This design comes from an exercise in tuning for small area on the open sky130 flow, not from production work. In this exercise RTL edits were held to simulation tests only and were not proved equivalent to the original. Power figures rest on the tool's default switching activity, not on a simulated workload.

[flow/run.sh]
#!/bin/bash
# synth_recipe.tcl (not shown) runs the flow's synth.tcl, then flattens the netlist and writes it again
# the make line also repeats each setting of config.mk as NAME=value (left out here)
make -C /OpenROAD-flow-scripts/flow DESIGN_CONFIG=/design/flow/config.mk WORK_HOME=/design/flow/orfs CLKGATE_MAP_FILE= SYNTH_SCRIPT=/design/flow/synth_recipe.tcl finish
[flow/config.mk]
export PLATFORM = sky130hd
export DESIGN_NAME = jedro_1_core
export DESIGN_NICKNAME = jedro_1_core
export VERILOG_FILES = /design/flow/design.v
export SDC_FILE = /design/flow/constraint.sdc
export NUM_CORES = 4
export LEC_CHECK = 0
export CAP_MARGIN = 5
export CORE_MARGIN = 2
export CORE_UTILIZATION = 35
export CTS_BUF_LIST = sky130_fd_sc_hd__clkbuf_16
export CTS_CLUSTER_DIAMETER = 80
export CTS_CLUSTER_SIZE = 24
export PLACE_DENSITY = 0.45
export SLEW_MARGIN = 5
export SYNTH_HIERARCHICAL = 1
[flow/constraint.sdc]
create_clock -name core_clock -period 12.0 [get_ports {clk_i}]
set_input_delay 2.4000 -clock core_clock [delete_from_list [all_inputs] [get_ports {clk_i}]]
set_output_delay 2.4000 -clock core_clock [all_outputs]
set_load 0.01 [all_outputs]
[flow/design.v]
`default_nettype none
module jedro_1_core_o22ai (input logic a1, a2, b1, b2, output logic y);
    assign y = ~((a1 | a2) & (b1 | b2));
endmodule
module jedro_1_core_aoi222 (input logic a1, a2, b1, b2, c1, c2, output logic y);
    assign y = ~((a1 & a2) | (b1 & b2) | (c1 & c2));
endmodule
module jedro_1_core_aoi22n3 (input logic t0, t1, a1, a2, b1, b2, output logic y);
    assign y = ~(t0 & t1 & ~((a1 & a2) | (b1 & b2)));
endmodule
module jedro_1_core_nand4 (input logic a, b, c, d, output logic y);
    assign y = ~(a & b & c & d);
endmodule
module jedro_1_core_or3 (input logic a, b, c, output logic y);
    assign y = a | b | c;
endmodule
module jedro_1_core_xor2 (input logic a, b, output logic y);
    assign y = a ^ b;
endmodule
module jedro_1_core_mux2i (input logic a0, a1, s, output logic y);
    assign y = ~(s ? a1 : a0);
endmodule
module jedro_1_core_rdbit (
    input  logic [31:0] d,
    input  logic [31:0] s,
    output logic        y
);
    logic [9:0] t;
    logic [2:0] u;
    for (genvar k = 0; k < 10; k++) begin : g_aoi
        jedro_1_core_aoi222 u_aoi (
            .a1(d[3*k]), .a2(s[3*k]), .b1(d[3*k+1]), .b2(s[3*k+1]),
            .c1(d[3*k+2]), .c2(s[3*k+2]), .y(t[k]));
    end
    jedro_1_core_nand4 u_n0 (.a(t[0]), .b(t[1]), .c(t[2]), .d(t[3]), .y(u[0]));
    jedro_1_core_nand4 u_n1 (.a(t[4]), .b(t[5]), .c(t[6]), .d(t[7]), .y(u[1]));
    jedro_1_core_aoi22n3 u_n2 (.t0(t[8]), .t1(t[9]), .a1(d[30]), .a2(s[30]),
                               .b1(d[31]), .b2(s[31]), .y(u[2]));
    jedro_1_core_or3   u_o  (.a(u[0]), .b(u[1]), .c(u[2]), .y(y));
endmodule
module jedro_1_core_add32 (
    input  logic [31:0] a,
    input  logic [31:0] b,
    input  logic        cin,
    output logic [31:0] sum,
    output logic        cout,
    output logic [31:0] p,
    output logic [31:0] g
);
    logic [31:0] gg, pp;
    assign p = a ^ b;
    assign g = a & b;
    always_comb begin
        gg = g;
        pp = p;
        gg[0] = g[0] | (p[0] & cin);
        for (int d = 1; d < 32; d = d * 2) begin
            for (int i = 2 * d - 1; i < 32; i = i + 2 * d) begin
                gg[i] = gg[i] | (pp[i] & gg[i - d]);
                pp[i] = pp[i] & pp[i - d];
            end
        end
        for (int d = 8; d >= 1; d = d / 2) begin
            for (int i = 3 * d - 1; i < 32; i = i + 2 * d) begin
                gg[i] = gg[i] | (pp[i] & gg[i - d]);
                pp[i] = pp[i] & pp[i - d];
            end
        end
    end
    assign sum  = p ^ {gg[30:0], cin};
    assign cout = gg[31];
endmodule
module jedro_1_core #(
    parameter int                    DATA_WIDTH = 32,
    parameter int                    ADDR_WIDTH = 32
) (
    input  logic                  clk_i,
    input  logic                  rst_i,
    input  logic [ADDR_WIDTH-1:0] boot_addr_i,
    output logic [ADDR_WIDTH-1:0] instr_addr_o,
    input  logic [31:0]           instr_rdata_i,
    output logic [ADDR_WIDTH-1:0] data_addr_o,
    output logic [3:0]            data_we_o,
    output logic [DATA_WIDTH-1:0] data_wdata_o,
    input  logic [DATA_WIDTH-1:0] data_rdata_i,
    output logic                  illegal_instr_o
);
    localparam logic [6:0] c_OPC_LUI   = 7'b0110111;
    localparam logic [6:0] c_OPC_AUIPC = 7'b0010111;
    localparam logic [6:0] c_OPC_OPIMM = 7'b0010011;
    localparam logic [6:0] c_OPC_OP    = 7'b0110011;
    localparam logic [6:0] c_OPC_LOAD  = 7'b0000011;
    localparam logic [6:0] c_OPC_STORE = 7'b0100011;
    localparam logic [6:0] c_F7_ZERO   = 7'b0000000;
    localparam logic [6:0] c_F7_ALT    = 7'b0100000;
    logic [31:0]       r_pc;         
    logic              r_de_valid;
    logic              r_halt;
    logic [4:0]        r_wb_rd;      
    logic [31:0]       r_wb_result;  
    logic              r_wb_load;
    logic              r_phase;      
    logic [31:1][31:0] r_rf;         
    logic [6:0] w_opcode;
    logic [4:0] w_rd, w_rs1, w_rs2;
    logic [2:0] w_funct3;
    logic [6:0] w_funct7;
    assign w_opcode = instr_rdata_i[6:0];
    assign w_rd     = instr_rdata_i[11:7];
    assign w_funct3 = instr_rdata_i[14:12];
    assign w_rs1    = instr_rdata_i[19:15];
    assign w_rs2    = instr_rdata_i[24:20];
    assign w_funct7 = instr_rdata_i[31:25];
    logic w_is_lui, w_is_auipc, w_is_opimm, w_is_op, w_is_load, w_is_store;
    assign w_is_lui   = (w_opcode == c_OPC_LUI);
    assign w_is_auipc = (w_opcode == c_OPC_AUIPC);
    assign w_is_opimm = (w_opcode == c_OPC_OPIMM);
    assign w_is_op    = (w_opcode == c_OPC_OP);
    assign w_is_load  = (w_opcode == c_OPC_LOAD);
    assign w_is_store = (w_opcode == c_OPC_STORE);
    logic w_dec_legal;
    always_comb begin
        w_dec_legal = 1'b0;
        case (w_opcode)
            c_OPC_LUI, c_OPC_AUIPC: w_dec_legal = 1'b1;
            c_OPC_OPIMM: begin
                case (w_funct3)
                    3'b001:  w_dec_legal = (w_funct7 == c_F7_ZERO);
                    3'b101:  w_dec_legal = (w_funct7 == c_F7_ZERO) || (w_funct7 == c_F7_ALT);
                    default: w_dec_legal = 1'b1;
                endcase
            end
            c_OPC_OP: begin
                w_dec_legal = (w_funct7 == c_F7_ZERO) ||
                              ((w_funct7 == c_F7_ALT) &&
                               ((w_funct3 == 3'b000) || (w_funct3 == 3'b101)));
            end
            c_OPC_LOAD:  w_dec_legal = (w_funct3 != 3'b011) && (w_funct3 != 3'b110) &&
                                       (w_funct3 != 3'b111);
            c_OPC_STORE: w_dec_legal = (w_funct3 == 3'b000) || (w_funct3 == 3'b001) ||
                                       (w_funct3 == 3'b010);
            default:     w_dec_legal = 1'b0;
        endcase
    end
    logic w_de_go, w_de_exec, w_illegal_now;
    assign w_de_go       = r_de_valid & ~r_halt & ~rst_i;
    assign w_de_exec     = w_de_go & w_dec_legal;
    assign w_illegal_now = w_de_go & ~w_dec_legal;
    logic [31:0] w_wb_data;
    logic [31:0] w_wb_stored;   
    logic [31:0] w_ld_val;
    logic [1:0]  w_lane;
    logic [7:0]  w_ld_byte;
    logic [15:0] w_ld_half;
    logic        w_ld_word, w_ld_hw, w_ext8, w_ext16;
    assign w_lane    = r_wb_result[1:0];
    assign w_ld_byte = data_rdata_i[8*w_lane +: 8];
    assign w_ld_half = w_lane[1] ? data_rdata_i[31:16] : data_rdata_i[15:0];
    assign w_ld_word = r_wb_result[3];
    assign w_ld_hw   = r_wb_result[2];
    assign w_ext8    = ~r_wb_result[4] & w_ld_byte[7];
    assign w_ext16   = ~r_wb_result[4] & w_ld_half[15];
    assign w_ld_val[7:0]   = w_ld_word ? data_rdata_i[7:0] :
                             w_ld_hw   ? w_ld_half[7:0]    : w_ld_byte;
    assign w_ld_val[15:8]  = w_ld_word ? data_rdata_i[15:8] :
                             w_ld_hw   ? w_ld_half[15:8]    : {8{w_ext8}};
    assign w_ld_val[31:16] = w_ld_word ? data_rdata_i[31:16] :
                             w_ld_hw   ? {16{w_ext16}}      : {16{w_ext8}};
    assign w_wb_data   = r_wb_load ? w_ld_val : r_wb_result;
    assign w_wb_stored = {32{rst_i}} | (w_wb_data ^ {32{r_phase}});
    logic [31:1] w_wb_hit_n;   
    logic [31:1] w_we;
    logic [31:1] w_we_n;
    always_comb begin
        for (int i = 1; i < 32; i++) begin
            w_wb_hit_n[i] = (r_wb_rd != 5'(i));
            w_we[i]       = ~w_wb_hit_n[i] | rst_i;
            w_we_n[i]     = ~w_we[i];
        end
    end
    always_ff @(posedge clk_i) begin
        r_phase <= ~rst_i & ~r_phase;
    end
    logic [31:1][31:0] w_rf_d;
    for (genvar i = 1; i < 32; i++) begin : g_rf
        for (genvar b = 0; b < 32; b++) begin : g_bit
            jedro_1_core_o22ai u_upd (
                .a1(w_wb_stored[b]), .a2(w_we_n[i]),
                .b1(r_rf[i][b]),     .b2(w_we[i]),
                .y (w_rf_d[i][b]));
        end
    end
    always_ff @(posedge clk_i) begin
        r_rf <= w_rf_d;
    end
    logic        w_upper;
    logic        w_fwd1, w_fwd2;
    logic [31:0] w_sel1, w_sel2;
    logic        w_any1, w_any2;
    assign w_upper = w_is_lui | w_is_auipc;
    assign w_fwd1  = (r_wb_rd == w_rs1) && (w_rs1 != 5'd0) && !w_upper;
    assign w_fwd2  = (r_wb_rd == w_rs2) && (w_rs2 != 5'd0);
    always_comb begin
        w_sel1[0] = w_fwd1;
        w_sel2[0] = w_fwd2;
        for (int i = 1; i < 32; i++) begin
            w_sel1[i] = (w_rs1 == 5'(i)) & w_wb_hit_n[i] & ~w_upper;
            w_sel2[i] = (w_rs2 == 5'(i)) & w_wb_hit_n[i];
        end
    end
    assign w_any1 = (w_rs1 != 5'd0) & ~w_upper;
    assign w_any2 = (w_rs2 != 5'd0);
    logic [31:0] w_k1, w_k2;
    logic [31:0] w_rd1, w_rd2;
    logic [31:0] w_op_a, w_rs2_val;
    assign w_k1 = ({32{r_phase & w_any1}}) | ({32{w_is_auipc}} & r_pc);
    assign w_k2 = {32{(r_phase & w_any2) ^ w_sub_op}};
    for (genvar b = 0; b < 32; b++) begin : g_rd
        logic [31:0] d;
        assign d[0] = w_wb_stored[b];
        for (genvar i = 1; i < 32; i++) begin : g_d
            assign d[i] = r_rf[i][b];
        end
        jedro_1_core_rdbit u_rd1 (.d(d), .s(w_sel1), .y(w_rd1[b]));
        jedro_1_core_rdbit u_rd2 (.d(d), .s(w_sel2), .y(w_rd2[b]));
        jedro_1_core_xor2 u_x1 (.a(w_rd1[b]), .b(w_k1[b]), .y(w_op_a[b]));
        jedro_1_core_xor2 u_x2 (.a(w_rd2[b]), .b(w_k2[b]), .y(w_rs2_val[b]));
    end
    logic        w_arith;
    logic        w_sub, w_sub_op, w_sub_imm;
    logic        w_sgn;
    logic [31:0] w_imm_x, w_op_b;
    logic [31:0] w_sum, w_p, w_g;
    logic        w_cout;
    logic        w_lt, w_ltu;
    assign w_arith   = w_is_op | w_is_opimm;
    assign w_sub     = w_arith & ((w_funct3[2:1] == 2'b01) |
                                  (w_is_op & w_funct7[5] & (w_funct3 == 3'b000)));
    assign w_sub_op  = w_sub & w_is_op;
    assign w_sub_imm = w_sub & ~w_is_op;
    assign w_sgn     = instr_rdata_i[31] ^ w_sub_imm;
    always_comb begin
        if (w_upper) begin
            w_imm_x = {instr_rdata_i[31:12], 12'h000};
        end else if (w_is_store) begin
            w_imm_x = {{21{instr_rdata_i[31]}}, instr_rdata_i[30:25], instr_rdata_i[11:7]};
        end else begin
            w_imm_x = {{21{w_sgn}}, instr_rdata_i[30:20] ^ {11{w_sub_imm}}};
        end
    end
    assign w_op_b = w_is_op ? w_rs2_val : w_imm_x;
    jedro_1_core_add32 u_add (
        .a(w_op_a), .b(w_op_b), .cin(w_sub),
        .sum(w_sum), .cout(w_cout), .p(w_p), .g(w_g));
    assign w_ltu = ~w_cout;
    assign w_lt  = (w_op_a[31] ~^ w_op_b[31]) ? w_op_a[31] : w_sum[31];
    logic        w_left, w_fill;
    logic [4:0]  w_shamt;
    logic [31:0] w_s0, w_s1, w_s2, w_s3, w_s4, w_s5;
    logic [31:0] w_sll, w_srl;
    assign w_left  = ~w_funct3[2];
    assign w_fill  = w_funct7[5] & w_funct3[2] & w_op_a[31];
    assign w_shamt = w_op_b[4:0];
    for (genvar b = 0; b < 32; b++) begin : g_sh
        jedro_1_core_mux2i u_m0 (.a0(w_op_a[b]), .a1(w_op_a[31-b]), .s(w_left), .y(w_s0[b]));
        jedro_1_core_mux2i u_m1 (.a0(w_s0[b]), .a1((b + 1  < 32) ? w_s0[(b + 1)  % 32] : ~w_fill),
                                 .s(w_shamt[0]), .y(w_s1[b]));
        jedro_1_core_mux2i u_m2 (.a0(w_s1[b]), .a1((b + 2  < 32) ? w_s1[(b + 2)  % 32] :  w_fill),
                                 .s(w_shamt[1]), .y(w_s2[b]));
        jedro_1_core_mux2i u_m3 (.a0(w_s2[b]), .a1((b + 4  < 32) ? w_s2[(b + 4)  % 32] : ~w_fill),
                                 .s(w_shamt[2]), .y(w_s3[b]));
        jedro_1_core_mux2i u_m4 (.a0(w_s3[b]), .a1((b + 8  < 32) ? w_s3[(b + 8)  % 32] :  w_fill),
                                 .s(w_shamt[3]), .y(w_s4[b]));
        jedro_1_core_mux2i u_m5 (.a0(w_s4[b]), .a1((b + 16 < 32) ? w_s4[(b + 16) % 32] : ~w_fill),
                                 .s(w_shamt[4]), .y(w_s5[b]));
        assign w_srl[b] = w_s5[b];
        assign w_sll[b] = w_s5[31-b];
    end
    logic [31:0] w_result;
    always_comb begin
        if (w_is_load) begin
            w_result = {w_sum[31:5], w_funct3, w_sum[1:0]};
        end else if (!w_arith) begin
            w_result = w_sum;
        end else begin
            case (w_funct3)
                3'b000:  w_result = w_sum;
                3'b001:  w_result = w_sll;
                3'b010:  w_result = {31'd0, w_lt};
                3'b011:  w_result = {31'd0, w_ltu};
                3'b100:  w_result = w_p;
                3'b101:  w_result = w_srl;
                3'b110:  w_result = w_p | w_g;
                default: w_result = w_g;
            endcase
        end
    end
    logic       w_mem;
    logic [3:0] w_store_we;
    assign w_mem = w_de_exec & (w_is_load | w_is_store);
    always_comb begin
        case (w_funct3[1:0])
            2'b00:   w_store_we = 4'b0001 << w_sum[1:0];
            2'b01:   w_store_we = w_sum[1] ? 4'b1100 : 4'b0011;
            default: w_store_we = 4'b1111;
        endcase
    end
    assign data_addr_o  = w_mem ? {w_sum[31:2], 2'b00} : 32'd0;
    assign data_we_o    = (w_de_exec & w_is_store) ? w_store_we : 4'b0000;
    assign data_wdata_o[7:0]   = w_rs2_val[7:0];
    assign data_wdata_o[15:8]  = (w_funct3[1] | w_funct3[0]) ? w_rs2_val[15:8] : w_rs2_val[7:0];
    assign data_wdata_o[23:16] = w_funct3[1] ? w_rs2_val[23:16] : w_rs2_val[7:0];
    assign data_wdata_o[31:24] = w_funct3[1] ? w_rs2_val[31:24] :
                                 w_funct3[0] ? w_rs2_val[15:8]  : w_rs2_val[7:0];
    assign instr_addr_o    = {r_pc[31:2] + {29'd0, r_de_valid & ~r_halt}, r_pc[1:0]};
    assign illegal_instr_o = ~rst_i & (r_halt | w_illegal_now);
    always_ff @(posedge clk_i) begin
        if (rst_i) begin
            r_pc       <= boot_addr_i;
            r_de_valid <= 1'b0;
            r_halt     <= 1'b0;
        end else begin
            r_pc       <= instr_addr_o;
            r_de_valid <= 1'b1;
            r_halt     <= r_halt | w_illegal_now;
        end
    end
    always_ff @(posedge clk_i) begin
        if (rst_i) begin
            r_wb_rd <= 5'd0;
        end else begin
            r_wb_rd <= (w_de_exec & ~w_is_store) ? w_rd : 5'd0;
        end
    end
    always_ff @(posedge clk_i) begin
        r_wb_result <= w_result;
        r_wb_load   <= w_is_load;
    end
endmodule
`default_nettype wire
==> flow_metrics.py, run 1 <==
metrics = {
    "finish": {
        "fin_area_um2": 56300,
        "layout.nets": 5096,
        "area_delta_synth_final_pct": 21.3,
        "drive_gt1_share_pct": 13.4,
        "fillerInstances": 12900,
        "stdcell_count": 6740,
    },
    "sta": {
        "tightest_slew_ns": 1.23,
        "post-route-period-util_pct": 98.8,
        "period_minus_slack_ns": 11.85,
        "max_freq_ghz": 0.0844,
        "finalSetupViolations": 0,
        "setup_ws_ns": 0.147,
        "hold_violations": 0,
        "finClkSkew_ns": 0.0559,
        "drv_slew": 0,
        "tns_ns": 0,
        "rsz0062_at_grt": "false",
        "slew_headroom_pct": 17.5,
    },
    "drt": {
        "drt-vias-per-instance": 7.36,
        "vias": 49600,
        "firstDrtPassIters": 12,
        "drtIter0Drc": 10200,
        "drtAntennaViolNets": 0,
        "routed_wl_um": 264000,
        "wire_per_inst_um": 39.2,
        "drc": 0,
    },
    "power": {
        "leakage_uw": 0.0209,
        "combinationalPowerShare_pct": 33.0,
        "swShare_pct": 39.7,
        "p_sw_uw": 4460,
        "p_int_uw": 6790,
        "power_density_nw_per_um2": 200,
        "power_frac_seq_pct": 45.3,
        "ir_drop_v": 0.000131,
        "power_frac_clock_pct": 21.7,
    },
    "logic_synthesis": {
        "synthCells": 4456,
        "netlist_top_cells_area": "dfxtp_1 (46%), a222oi_1 (14%), o22ai_1 (13%)",
        "yosysSeqAreaShare_pct": 45.9,
        "synth_edf_count": 2,
        "synth_top_area_share_pct": 45.8,
        "ys_seq_elements": 1065,
        "avgSynthCellArea_um2": 10.4,
        "yosysTopAreaCell": "dfxtp_1",
        "synth_common_cells": "dfxtp_1 (1063), o22ai_1 (992), a222oi_1 (645)",
        "synth_cell_types": 75,
        "synth_most_common_cell": "dfxtp_1",
        "syn_area_um2": 46500,
        "synth_warnings": 8,
        "synth_top_flop_cell": "dfxtp_1",
        "async_flop_share_pct": 0,
    },
    "worst_setup_path": {
        "worst_path_max_delay_cell": "nor4bb_4",
        "cp_data_arrival_time_ns": 9.45,
        "slowest_delay_ns": 0.98,
        "required_ns": 9.60,
        "cp.buffers_inverters": 6,
        "crit_type": "in2out",
        "critPathTopFamily": "simple AND/OR/NAND/NOR gates",
        "critPathMostFrequentCell": "fa_1",
        "r2r_slack_ns": 4.05,
        "end_kind": "output pin",
        "critPathLaunchType": "primary input",
        "cp_max_fo": 15,
    },
    "clock_tree": {
        "path_clk_slew_ns": 0.09,
        "cts_hold_buf": 0,
        "clock_latency_ns": 0.76,
        "cts_sinks": 1065,
        "cts.htree.levels": 2,
        "cts_root_buffer": "clkbuf_16",
        "clockBufferDepth": 3,
        "tritoncts": "built",
        "cts_buffers": 61,
    },
    "global_routing": {
        "overflow": 0,
        "antenna_found_initial": 5,
        "grt_pass1_wl_um": 365000,
        "grt_max_degree": 66,
        "grt_pass1_vias": 45900,
        "grt_use_total_pct": 37.1,
    },
    "floorplanning": {
        "fp.dieH_um": 368,
        "core-area_um2": 132000,
        "die_w_um": 368,
        "io_pins": 199,
        "initial_core_util_pct": 35.3,
        "row_count": 133,
        "die_area_um2": 136000,
    },
    "place": {
        "placed_cell_area_um2": 54200,
        "port_buffers": 196,
        "hpwlAfterDp_um": 178000,
        "place_ws_ns": 0.0682,
        "dp.cells": 6634,
        "gp_congestion": 1.02,
    },
    "job": {
        "max-cap-violations": 0,
    },
    "outcome": {
        "status": "timing/DRC/antenna clean",
    },
    "worst_hold_path": {
        "hp-class": "reg2reg",
    },
}
## final cells by class
type                       instances  area (um^2)  share of cell area, %
clock buffer                      61         1530                   2.71
tap                             1755         2200                   3.90
timing repair buffer             555         5050                   8.96
antenna                            2         5.00                0.00888
multi-input combinational       3195        25500                   45.2
inverter                          69          262                  0.464
sequential                      1065        21300                   37.9
clock inverter                    38          472                  0.837
## repair_timing
item,CTS,global route
endpoints found under the setup margin,0,19
setup buffers,0,5
hold endpoints to repair,0,0
resized for setup,0,10
## metal layers
layer  share of wire, %  vias to the layer above  track usage (%)  wire length [um]
li1                   -                    20700                -                 -
met1                 39                    24700             48.7            104000
met2                 43                     3566             55.5            112000
met3                 12                      642             8.96             30600
met4                6.6                       13             20.5             17400
met5              0.055                        -            0.427               144
## modules after synthesis, one instance, submodules excluded, excerpt
module                area, um^2  flip-flops and latches  copies in the design  cells inside
jedro_1_core_add32          1390                       0                     1           154
jedro_1_core_aoi222         10.0                       0                   640             1
jedro_1_core_or3            6.26                       0                    64             1
jedro_1_core_o22ai          6.26                       0                   992             1
jedro_1_core_aoi22n3        12.5                       0                    64             2
jedro_1_core_xor2           8.76                       0                    64             1
jedro_1_core_mux2i          10.0                       0                   192             1
jedro_1_core               28000                    1065                     1          2094
jedro_1_core_nand4          6.26                       0                   128             1
## worst register-to-register path: stages (launching register included)
cell and delay (ns):
dfxtp_1 0.92, inv_1 0.64, nor2_1 0.26, and4_1 0.42, buf_4 0.26, a221oi_1 0.11, buf_4 0.24, mux2i_4 0.19
a222oi_1 0.50, nand4_1 0.33, or3_1 0.46, xor2_1 0.18, a221o_1 0.50, ha_1 0.37, and4_1 0.21, a221oi_1 0.26
buf_4 0.18, o21ai_0 0.09, a21oi_2 0.16, o21ai_1 0.11, fa_1 0.38, xor2_1 0.26, buf_4 0.17, a21oi_1 0.06
o41ai_1 0.54
## worst paths after layout
check	from	to	depth (start not counted)
hold / removal	r_rf[296]	r_rf[296]	1
hold reg to reg	r_rf[296]	r_rf[296]	1
setup reg to reg	r_wb_load	r_wb_result[0]	24
setup / recovery	instr_rdata_i[6]	data_addr_o[13]	25
## power groups by stage
stage	Sequential, uW	Clock (uW)	Combinational, uW
3_3_place_gp	5150	0	3580
5_1_grt	5200	2580	3840
3_5_place_dp	5150	0	3580
4_1_cts	5070	2460	3590
6_report	5100	2440	3710
2_1_floorplan	4960	0	1910
## metrics by stage
stage	hold WS [ns]	total power, uW	util (%)
floorplan	0.423	6870	-
global placement	0.431	8730	41.2
detailed placement	0.440	8730	41.2
CTS	0.458	11100	42.7
global route	0.469	11600	42.8
finish	0.462	11300	42.8
## logic make-up after synthesis
kind of cell             after synthesis  synth area share, %
AO/OA/AOI/OAI                       2022                 33.2
multiplexers                         285                 6.43
flip-flops                          1065                 45.9
other                                  1              0.00807
adder cells (fa/ha/maj)               51                 1.65
XOR/XNOR                             133                 2.51
AND/OR/NAND/NOR                      702                 8.46
buffers and inverters                197                 1.80
## registers in the layout (all words and copies together), names as in the netlist
signal / flops
r_rf: 992
r_pc: 32
r_wb_result: 32
r_wb_rd: 5
r_de_valid: 1
r_halt: 1
r_phase: 1
r_wb_load: 1
## layout by cell type, fill, tap and decap left out, types with 24 or more instances in the layout
master,instances
xnor2_1,41
buf_4,326
o21ai_0,44
a31oi_1,24
mux2_2,49
ha_1,34
buf_12,32
or3_1,68
clkbuf_16,61
inv_1,62
a222oi_1,645
a221oi_1,26
a22o_1,24
clkdlybuf4s50_1,193
nor2_1,52
mux2i_1,211
dfxtp_1,1063
xor2_1,90
nand3_1,86
nand2_1,126
nand4_1,143
a21o_1,40
a21oi_1,42
and4_1,39
o21ai_4,26
nor3_1,31
a22oi_1,93
o22ai_1,992
nor3_4,30
==> run 2: changes to the inputs <==
==> flow/config.mk (replaced) <==
export PLATFORM = sky130hd
export DESIGN_NAME = jedro_1_core
export DESIGN_NICKNAME = jedro_1_core
export VERILOG_FILES = /design/flow/design.v
export SDC_FILE = /design/flow/constraint.sdc
export NUM_CORES = 4
export LEC_CHECK = 0
export CAP_MARGIN = 20
export CORE_MARGIN = 2
export CORE_UTILIZATION = 30
export PLACE_DENSITY = 0.4
export SLEW_MARGIN = 20
export SYNTH_HIERARCHICAL = 1
==> flow_metrics.py, run 2 <==
metrics = {
    "outcome": {
        "status": "timing/DRC/antenna clean",
    },
    "logic_synthesis": {
        "yosysTopAreaCell": "dfxtp_1",
        "netlist_top_cells_area": "dfxtp_1 (46%), a222oi_1 (14%), o22ai_1 (13%)",
        "avgSynthCellArea_um2": 10.4,
        "ys_seq_elements": 1065,
        "async_flop_share_pct": 0,
        "synth_top_area_share_pct": 45.8,
        "synth_most_common_cell": "dfxtp_1",
        "synthCells": 4456,
        "synth_warnings": 8,
        "synth_cell_types": 75,
        "synth_common_cells": "dfxtp_1 (1063), o22ai_1 (992), a222oi_1 (645)",
        "yosysSeqAreaShare_pct": 45.9,
        "synth_top_flop_cell": "dfxtp_1",
        "synth_edf_count": 2,
        "syn_area_um2": 46500,
    },
    "sta": {
        "post-route-period-util_pct": 99.0,
        "drv_slew": 0,
        "max_freq_ghz": 0.0842,
        "period_minus_slack_ns": 11.88,
        "finClkSkew_ns": 0.0575,
        "hold_violations": 0,
        "tns_ns": 0,
        "rsz0062_at_grt": "true",
        "finalSetupViolations": 0,
        "tightest_slew_ns": 1.17,
        "setup_ws_ns": 0.117,
        "slew_headroom_pct": 21.7,
        "hold_ws_ns": 0.454,
    },
    "clock_tree": {
        "path_clk_slew_ns": 0.06,
        "clockBufferDepth": 3,
        "cts_sinks": 1065,
        "tritoncts": "built",
        "clock_latency_ns": 0.78,
        "cts_root_buffer": "clkbuf_16",
        "cts_hold_buf": 0,
        "cts.htree.levels": 3,
        "cts_buffers": 118,
    },
    "drt": {
        "highest_layer": "met5",
        "firstDrtPassIters": 11,
        "drt-vias-per-instance": 6.98,
        "drtAntennaViolNets": 0,
        "drtIter0Drc": 9848,
        "wl_met3_um": 29600,
        "vias": 50000,
        "wire_per_inst_um": 39.1,
        "drc": 0,
        "wl_met2_um": 123000,
        "wl_met1_um": 111000,
        "routed_wl_um": 280000,
    },
    "place": {
        "hpwlAfterDp_um": 189000,
        "port_buffers": 196,
        "place_ws_ns": 0.0613,
        "gp_congestion": 0.978,
        "dp.cells": 6936,
    },
    "power": {
        "power_density_nw_per_um2": 215,
        "power_frac_clock_pct": 30.1,
        "ir_drop_v": 0.000136,
        "total_power_uw": 12700,
        "combinationalPowerShare_pct": 29.6,
        "power_frac_seq_pct": 40.3,
        "p_int_uw": 7950,
        "leakage_uw": 0.0221,
        "p_sw_uw": 4740,
        "swShare_pct": 37.4,
    },
    "floorplanning": {
        "die_area_um2": 158000,
        "io_pins": 199,
        "initial_core_util_pct": 30.2,
        "fp.dieH_um": 397,
        "row_count": 144,
        "die_w_um": 397,
        "core-area_um2": 154000,
    },
    "worst_setup_path": {
        "critPathLaunch": "data_rdata_i[8]",
        "path_cells": "clkdlybuf4s50_1 > mux4_2 > a222oi_1 > xor2_1 > nand2_1 > a222oi_1 > nand4_1 > or3_1 > xor2_1 > a22oi_2 > o21ai_4 > inv_1 > fa_1 > inv_1 > fa_1 > a211oi_2 > o21ai_2 > o2111ai_4 > and2_4 > o21a_1 > fa_1 > xnor2_1 > and4_1 > clkdlybuf4s50_1",
        "critPathCapture": "data_addr_o[13]",
        "r2r_start": "r_wb_result[2]",
        "r2r_slack_ns": 4.15,
        "timing.rr.end": "r_wb_result[4]",
        "end_kind": "output pin",
        "cp_data_arrival_time_ns": 9.48,
        "required_ns": 9.60,
        "critPathMostFrequentCell": "fa_1",
        "slowest_delay_ns": 0.56,
        "cp.buffers_inverters": 4,
        "worst_path_max_delay_cell": "clkdlybuf4s50_1",
        "cp_max_fo": 3,
        "critPathLaunchType": "primary input",
        "critPathTopFamily": "compound AO/OA/AOI/OAI gates",
        "r2r_cells": 22,
        "path_depth": 24,
        "crit_type": "in2out",
    },
    "worst_hold_path": {
        "hp-class": "reg2reg",
    },
    "global_routing": {
        "overflow": 0,
        "grt_use_total_pct": 33.9,
        "grt_pass1_vias": 47200,
        "antenna_found_initial": 9,
        "grt_max_degree": 60,
        "grt_pass1_wl_um": 385000,
    },
    "finish": {
        "multiInputGateArea_um2": 25500,
        "area_delta_synth_final_pct": 27.1,
        "drive_gt1_share_pct": 15.4,
        "mostFrequentLayoutCell": "dfxtp_1",
        "top_regs": "r_rf x992, r_pc x32, r_wb_result x32",
        "layout.nets": 5170,
        "stdcell_count": 7167,
        "largest_register_ffs": 992,
        "largest-register": "r_rf",
        "register_area_um2": 21300,
        "fillerInstances": 15300,
        "layout_common_cells": "dfxtp_1 (1063), o22ai_1 (992), a222oi_1 (645)",
    },
    "job": {
        "max-cap-violations": 0,
    },
}
==> run 2: cell counts after synthesis <==
Identical to the previous run, type by type.
==> run 2: final cells by class <==
| cell class | count | area share [%] |
|---|---|---|
| Antenna cell | 4 | 0.0169 |
| Clock buffer | 176 | 5.86 |
| Inverter | 69 | 0.443 |
| Multi-Input combinational cell | 3195 | 43.2 |
| Clock inverter | 42 | 0.977 |
| Tap cell | 2044 | 4.33 |
| Timing Repair Buffer | 572 | 9.02 |
| Sequential cell | 1065 | 36.1 |
==> run 2: worst min path at each step <==
stage | from | end | slack [ns] | depth (start not counted)
after floorplan | r_rf[0] | r_rf[0] | 0.42 | 1
after global placement | r_rf[29] | r_rf[29] | 0.43 | 1
after detailed placement | r_rf[483] | r_rf[483] | 0.44 | 1
after CTS | r_rf[107] | r_rf[107] | 0.45 | 1
after global routing | r_rf[531] | r_rf[531] | 0.46 | 1
final | r_rf[124] | r_rf[124] | 0.45 | 1
==> run 2: kinds of logic after synthesis <==
group | Yosys count | synth area share (%)
muxes | 285 | 6.43
other | 1 | 0.00807
DFF | 1065 | 45.9
buffers and inverters | 197 | 1.80
and+or+nand+nor | 702 | 8.46
xor gates and xnor gates | 133 | 2.51
adders and majority gates | 51 | 1.65
AOI/OAI and AO/OA | 2022 | 33.2
==> run 2: worst register-to-register path, delay by kind of cell, from the launching register on <==
family	cells	cell delay, ns
and+or+nand+nor	4	1.58
DFF	1	0.65
AOI/OAI and AO/OA	8	2.00
muxes	7	2.42
xor gates and xnor gates	2	0.62
buffers and inverters	1	0.51
==> run 2: stage by stage <==
step | utilization (%) | area (um^2)
2_1_floorplan | - | 46600
3_3_place_gp | 35.6 | 54800
3_5_place_dp | 35.6 | 54800
4_1_cts | 38.3 | 58900
5_1_grt | 38.4 | 59000
6_report | 38.4 | 59100
==> run 2: power by group through the flow <==
stage | clock network [uW] | registers [uW] | logic, uW
final | 3820 | 5110 | 3760
after global routing | 4000 | 5210 | 3890
after CTS | 3870 | 5080 | 3640
after detailed placement | 0 | 5150 | 3630
after global placement | 0 | 5150 | 3630
after floorplan | 0 | 4960 | 1910
==> run 2: metal layers <==
metal  vias to the layer above  GRT usage [%]
met5                         -              0
met4                         8           18.5
met3                       555           7.92
met2                      3289           52.3
met1                     25300           43.7
li1                      20900              -
==> run 2: repair_timing <==
item | CTS | global route
resized for setup | 0 | 15
buffers inserted | 0 | 8
endpoints found under the setup margin | 0 | 18
==> run 2: Yosys stat by module, one instance, submodules excluded, a selection <==
module,copies in the design,cell area [um^2],flops+latches,cells inside
jedro_1_core_mux2i,192,10.0,0,1
jedro_1_core_add32,1,1390,0,154
jedro_1_core_aoi22n3,64,12.5,0,2
jedro_1_core_o22ai,992,6.26,0,1
jedro_1_core_xor2,64,8.76,0,1
jedro_1_core_aoi222,640,10.0,0,1
jedro_1_core_or3,64,6.26,0,1
jedro_1_core_nand4,128,6.26,0,1
jedro_1_core,1,28000,1065,2094

-- afterwards: timing with drivers on the ports --
No port has a modelled driver above. Below, the same layouts with a new extraction and two added sets of constraints.
Step 1, drivers: a clkbuf_16 drives clk_i and a buf_2 each remaining input, both assumed.
Step 2 also shifts input and output timing later by t, the mid clock arrival at the registers, as if the neighbouring blocks saw the same clock.
a / b / c = no drivers / after step 1 / after step 2; a / b = the first two.
run	shift t [ns]	slack for setup (ns)	worst slew at a driven data input, ns
run 1	0.815	0.147 / 0.121 / 0.121	0.12
run 2	0.840	0.117 / 0.013 / 0.013	0.13
After both steps setup and hold are still met in every run listed. For run 2, which loses most, drivers alone change the setup slack by -0.104 ns; drivers and shift together by -0.104 ns.
